Context: an optimization exercise on an open-source flow, tuned for small area. The choices shown serve that exercise and are no tape-out recipe.
In this exercise RTL edits were held to simulation tests only and were not proved equivalent to the original.
Power figures rest on the tool's default switching activity, not on a simulated workload.

## l1_top
module l1_top (
    input  logic          clk,
    input  logic          reset,
    input  logic          req_valid,
    output logic          req_ready,
    input  logic [78:0]   req,
    output logic          resp_valid,
    output logic [35:0]   resp,
    output logic          diff_valid,
    input  logic          diff_ready,
    output logic [48:0]   diff
);
Settings: LEC_CHECK=0, CAP_MARGIN=20, CORE_MARGIN=2, CORE_UTILIZATION=55, CTS_BUF_LIST=sky130_fd_sc_hd__clkbuf_8, CTS_CLUSTER_DIAMETER=50, CTS_CLUSTER_SIZE=14, SLEW_MARGIN=20, SYNTH_HIERARCHICAL=1; clock period 4.5 ns.
standard.sh (not shown) runs the stock make flow with config.mk's settings and CLKGATE_MAP_FILE= SYNTH_SCRIPT=/design/flow/synth_recipe.tcl, a recipe that flattens the netlist after the stock synthesis.
==> flow/flow/run.sh <==
#!/bin/bash
# The standard layout (the standard.sh, standard synthesis unchanged) with
# two placement/CTS choices made here:
#  - each port is buffered with the smallest buffer, sky130_fd_sc_hd__buf_1;
#  - clock tree synthesis inserts no dummy loads.
# make's and each tool's full output: flow_make.log here, orfs/logs/ per step.
set -o pipefail
bash standard.sh \
    "BUFFER_PORTS_ARGS=-buffer_cell sky130_fd_sc_hd__buf_1" \
    "CTS_ARGS=-sink_clustering_enable -repair_clock_nets -dont_use_dummy_load -buf_list sky130_fd_sc_hd__clkbuf_8 -sink_clustering_size 14 -sink_clustering_max_diameter 50" \
    finish > flow_make.log 2>&1
Edit:
--- a/flow/design.v
+++ b/flow/design.v
@@ -169,18 +169,18 @@
     logic [15:0] victim;
     logic        run;
     logic        va, vb;
     logic [1:0]  r_op;
     logic [7:0]  r_tag;
     logic [3:0]  r_set;
     logic        r_fs;
     logic [31:0] r_data;
-    logic        hit, way;         
-    logic        wr_line, rec, flip;
+    logic [7:0]  r_t0, r_t1;
+    logic        r_v0, r_v1, r_vic;
     logic [3:0]  b_set;
     logic [1:0]  b_op;
     logic        b_hit;
     logic        b_way;
     logic [15:0] log_hdr [4];      
     logic [31:0] log_dat [4];
     logic [1:0]  al_ptr, wr_ptr, rd_ptr;
     logic [3:0]  fill;
@@ -208,41 +208,36 @@
             end else if (b == 17) begin : g_v1
                 assign col[i] = valid[2*i+1];
             end else begin : g_vic
                 assign col[i] = victim[i];
             end
         end
         l1_mux16 u_mux (.s(q_sel), .d(col), .y(set_rd[b]));
     end
-    logic [7:0]  t0, t1;
-    logic        v0, v1, vic;
-    logic        q_hit0, q_hit1, q_hit, q_way;
-    logic        q_wr_line, q_inv_hit;
-    assign {vic, v1, t1, v0, t0} = set_rd;
-    assign q_hit0 = v0 && (t0 == q_tag);
-    assign q_hit1 = v1 && (t1 == q_tag);
-    assign q_hit  = q_hit0 || q_hit1;
-    assign q_way  = q_hit ? !q_hit0 : (!v0 ? 1'b0 : (!v1 ? 1'b1 : vic));
-    assign q_wr_line = (q_op == OP_WR) || (q_op == OP_FILL) || ((q_op == OP_RD) && !q_hit);
-    assign q_inv_hit = (q_op == OP_INV) && q_hit;
     always_ff @(posedge clk) begin
-        r_op    <= q_op;
-        r_tag   <= q_tag;
-        r_set   <= q_set;
-        r_fs    <= q_fs;
-        r_data  <= new_data;
-        hit     <= q_hit;
-        way     <= q_way;
-        wr_line <= q_wr_line;
-        rec     <= q_wr_line || q_inv_hit;
-        flip    <= q_wr_line && !q_hit && v0 && v1;
+        r_op   <= q_op;
+        r_tag  <= q_tag;
+        r_set  <= q_set;
+        r_fs   <= q_fs;
+        r_data <= new_data;
+        {r_vic, r_v1, r_t1, r_v0, r_t0} <= set_rd;
     end
+    logic        hit0, hit1, hit, way;
+    logic        wr_line, inv_hit, flip, rec;
     logic [15:0] r_sel;
     logic [1:0]  line_we_w, valid_we_w;
+    assign hit0 = r_v0 && (r_t0 == r_tag);
+    assign hit1 = r_v1 && (r_t1 == r_tag);
+    assign hit  = hit0 || hit1;
+    assign way  = hit ? !hit0 : (!r_v0 ? 1'b0 : (!r_v1 ? 1'b1 : r_vic));
+    assign wr_line  = (r_op == OP_WR) || (r_op == OP_FILL) || ((r_op == OP_RD) && !hit);
+    assign inv_hit  = (r_op == OP_INV) && hit;
+    assign rec      = wr_line || inv_hit;
+    assign flip     = wr_line && !hit && r_v0 && r_v1;
     always_comb begin
         for (int i = 0; i < 16; i++) begin
             r_sel[i] = (r_set == 4'(i));
         end
     end
     assign line_we_w[0]  = va && wr_line && !way;
     assign line_we_w[1]  = va && wr_line && way;
     assign valid_we_w[0] = va && rec && !way;
=> Global-route usage shrinks by 2.9 points. First-iteration DRC count fell by 6.4%. Power came out higher by 0.55%. Core utilization is about the same. Setup slack is worse by 220 ps.

Starting RTL as in the previous note.
==> module l1_aoi22, before the edit <==
module l1_aoi22 (
    input  logic a0, a1, b0, b1,
    output logic y
);
    assign y = !((a0 && a1) || (b0 && b1));
endmodule
==> module l1_nand3, before the edit <==
module l1_nand3 (
    input  logic a, b, c,
    output logic y
);
    assign y = !(a && b && c);
endmodule
==> module l1_mux32, before the edit <==
module l1_mux32 (
    input  logic [31:0] s,
    input  logic [31:0] d,
    output logic        y
);
    logic [10:0] n;
    logic [2:0]  p;
    for (genvar j = 0; j < 10; j++) begin : g_aoi
        l1_aoi222 u_aoi (
            .a0(s[3*j]),   .a1(d[3*j]),
            .b0(s[3*j+1]), .b1(d[3*j+1]),
            .c0(s[3*j+2]), .c1(d[3*j+2]),
            .y(n[j])
        );
    end
    l1_aoi22 u_aoi_last (.a0(s[30]), .a1(d[30]), .b0(s[31]), .b1(d[31]), .y(n[10]));
    l1_nand4 u_n0 (.a(n[0]), .b(n[1]), .c(n[2]),  .d(n[3]), .y(p[0]));
    l1_nand4 u_n1 (.a(n[4]), .b(n[5]), .c(n[6]),  .d(n[7]), .y(p[1]));
    l1_nand3 u_n2 (.a(n[8]), .b(n[9]), .c(n[10]), .y(p[2]));
    l1_or3   u_o  (.a(p[0]), .b(p[1]), .c(p[2]), .y(y));
endmodule
==> module l1_mux4, before the edit <==
module l1_mux4 (
    input  logic [3:0] s,
    input  logic [3:0] d,
    output logic       y
);
    logic [1:0] n;
    l1_aoi22 u_a0 (.a0(s[0]), .a1(d[0]), .b0(s[1]), .b1(d[1]), .y(n[0]));
    l1_aoi22 u_a1 (.a0(s[2]), .a1(d[2]), .b0(s[3]), .b1(d[3]), .y(n[1]));
    l1_nand2 u_n  (.a(n[0]), .b(n[1]), .y(y));
endmodule
==> flow/config.mk <==
export PLATFORM = sky130hd
export DESIGN_NAME = l1_top
export DESIGN_NICKNAME = l1_top
export VERILOG_FILES = /design/flow/design.v
export SDC_FILE = /design/flow/constraint.sdc
export NUM_CORES = 4
export LEC_CHECK = 0
export CAP_MARGIN = 20
export CORE_MARGIN = 2
export CORE_UTILIZATION = 55
export CTS_BUF_LIST = sky130_fd_sc_hd__clkbuf_8
export CTS_CLUSTER_DIAMETER = 60
export CTS_CLUSTER_SIZE = 16
export SLEW_MARGIN = 20
export SYNTH_HIERARCHICAL = 1
==> flow/constraint.sdc <==
create_clock -name core_clock -period 4.5 [get_ports {clk}]
set_input_delay 0.9000 -clock core_clock [delete_from_list [all_inputs] [get_ports {clk}]]
set_output_delay 0.9000 -clock core_clock [all_outputs]
set_load 0.01 [all_outputs]
==> flow/flow/run.sh <==
#!/bin/bash
# The standard layout (the standard.sh, standard synthesis unchanged) with
# two placement/CTS choices made here:
#  - each port is buffered with the smallest buffer, sky130_fd_sc_hd__buf_1;
#  - clock tree synthesis inserts no dummy loads.
# make's and each tool's full output: flow_make.log here, orfs/logs/ per step.
set -o pipefail
bash standard.sh \
    "BUFFER_PORTS_ARGS=-buffer_cell sky130_fd_sc_hd__buf_1" \
    "CTS_ARGS=-sink_clustering_enable -repair_clock_nets -dont_use_dummy_load -buf_list sky130_fd_sc_hd__clkbuf_8 -sink_clustering_size 16 -sink_clustering_max_diameter 60" \
    finish > flow_make.log 2>&1
==> next run, changes <==
--- a/flow/design.v
+++ b/flow/design.v
@@ -50,26 +50,14 @@
     output logic y
 );
     assign y = !((a0 && a1) || (b0 && b1) || (c0 && c1));
 endmodule
-module l1_aoi22 (
-    input  logic a0, a1, b0, b1,
-    output logic y
-);
-    assign y = !((a0 && a1) || (b0 && b1));
-endmodule
 module l1_nand4 (
     input  logic a, b, c, d,
     output logic y
 );
     assign y = !(a && b && c && d);
 endmodule
-module l1_nand3 (
-    input  logic a, b, c,
-    output logic y
-);
-    assign y = !(a && b && c);
-endmodule
 module l1_nand2 (
     input  logic a, b,
     output logic y
 );
@@ -91,9 +79,9 @@
     input  logic [31:0] s,
     input  logic [31:0] d,
     output logic        y
 );
-    logic [10:0] n;
+    logic [11:0] n;
     logic [2:0]  p;
     for (genvar j = 0; j < 10; j++) begin : g_aoi
         l1_aoi222 u_aoi (
             .a0(s[3*j]),   .a1(d[3*j]),
@@ -101,12 +89,13 @@
             .c0(s[3*j+2]), .c1(d[3*j+2]),
             .y(n[j])
         );
     end
-    l1_aoi22 u_aoi_last (.a0(s[30]), .a1(d[30]), .b0(s[31]), .b1(d[31]), .y(n[10]));
-    l1_nand4 u_n0 (.a(n[0]), .b(n[1]), .c(n[2]),  .d(n[3]), .y(p[0]));
-    l1_nand4 u_n1 (.a(n[4]), .b(n[5]), .c(n[6]),  .d(n[7]), .y(p[1]));
-    l1_nand3 u_n2 (.a(n[8]), .b(n[9]), .c(n[10]), .y(p[2]));
+    l1_nand2 u_last0 (.a(s[30]), .b(d[30]), .y(n[10]));
+    l1_nand2 u_last1 (.a(s[31]), .b(d[31]), .y(n[11]));
+    l1_nand4 u_n0 (.a(n[0]), .b(n[1]), .c(n[2]),  .d(n[3]),  .y(p[0]));
+    l1_nand4 u_n1 (.a(n[4]), .b(n[5]), .c(n[6]),  .d(n[7]),  .y(p[1]));
+    l1_nand4 u_n2 (.a(n[8]), .b(n[9]), .c(n[10]), .d(n[11]), .y(p[2]));
     l1_or3   u_o  (.a(p[0]), .b(p[1]), .c(p[2]), .y(y));
 endmodule
 module l1_mux16 (
     input  logic [15:0] s,
@@ -133,11 +122,11 @@
     input  logic [3:0] d,
     output logic       y
 );
     logic [1:0] n;
-    l1_aoi22 u_a0 (.a0(s[0]), .a1(d[0]), .b0(s[1]), .b1(d[1]), .y(n[0]));
-    l1_aoi22 u_a1 (.a0(s[2]), .a1(d[2]), .b0(s[3]), .b1(d[3]), .y(n[1]));
-    l1_nand2 u_n  (.a(n[0]), .b(n[1]), .y(y));
+    l1_aoi222 u_a0 (.a0(s[0]), .a1(d[0]), .b0(s[1]), .b1(d[1]), .c0(s[2]), .c1(d[2]), .y(n[0]));
+    l1_nand2  u_a1 (.a(s[3]), .b(d[3]), .y(n[1]));
+    l1_nand2  u_n  (.a(n[0]), .b(n[1]), .y(y));
 endmodule
 `default_nettype wire
 `default_nettype none
 module l1_top (
After rerunning: Global-route usage decreases by 0.53 points; wire length falls by 2.6%; sequential share of layout area is higher by 0.97 points; final area falls by 1.3%; core utilization stays flat; count of clock-buffer cells in the layout goes down by 3; via count shrinks by 0.86%.

## what the ideal ports hide
Ports are ideal in the flow. The routed layouts listed here were re-timed in OpenROAD. Step 1 assumes that a clkbuf_16 drives the clock port and a buf_2 every other input. Step 2 times the ports against the registers' clock, not the clock port: input delays grow and output delays shrink by t, the midpoint of the rising clock arrivals with the driver on. a / b / c = ideal / step 1 / step 2; a / b = the first two.
| run | shift t [ns] | setup WS [ns] | clock arrival spread, ns | worst register clock-pin slew, ns | worst slew at a driven data input, ns |
|---|---|---|---|---|---|
| the first run of note 1 | 0.887 | 0.929 / 0.865 / 0.404 | 0.081 / 0.082 | 0.09 / 0.09 | 0.04 |
| the second run of note 1 | 0.887 | 0.706 / 0.638 / 0.788 | 0.071 / 0.071 | 0.09 / 0.09 | 0.04 |
| the first run of note 2 | 0.845 | 0.929 / 0.865 / 0.367 | 0.074 / 0.073 | 0.11 / 0.11 | 0.04 |
| the second run of note 2 | 0.856 | 0.656 / 0.698 / -0.158 | 0.082 / 0.082 | 0.10 / 0.10 | 0.04 |
Met with ideal ports but missed after step 2: setup timing in the second run of note 2. For the second run of note 2, which loses most, drivers alone change the setup slack by +0.042 ns; drivers and shift together by -0.814 ns.
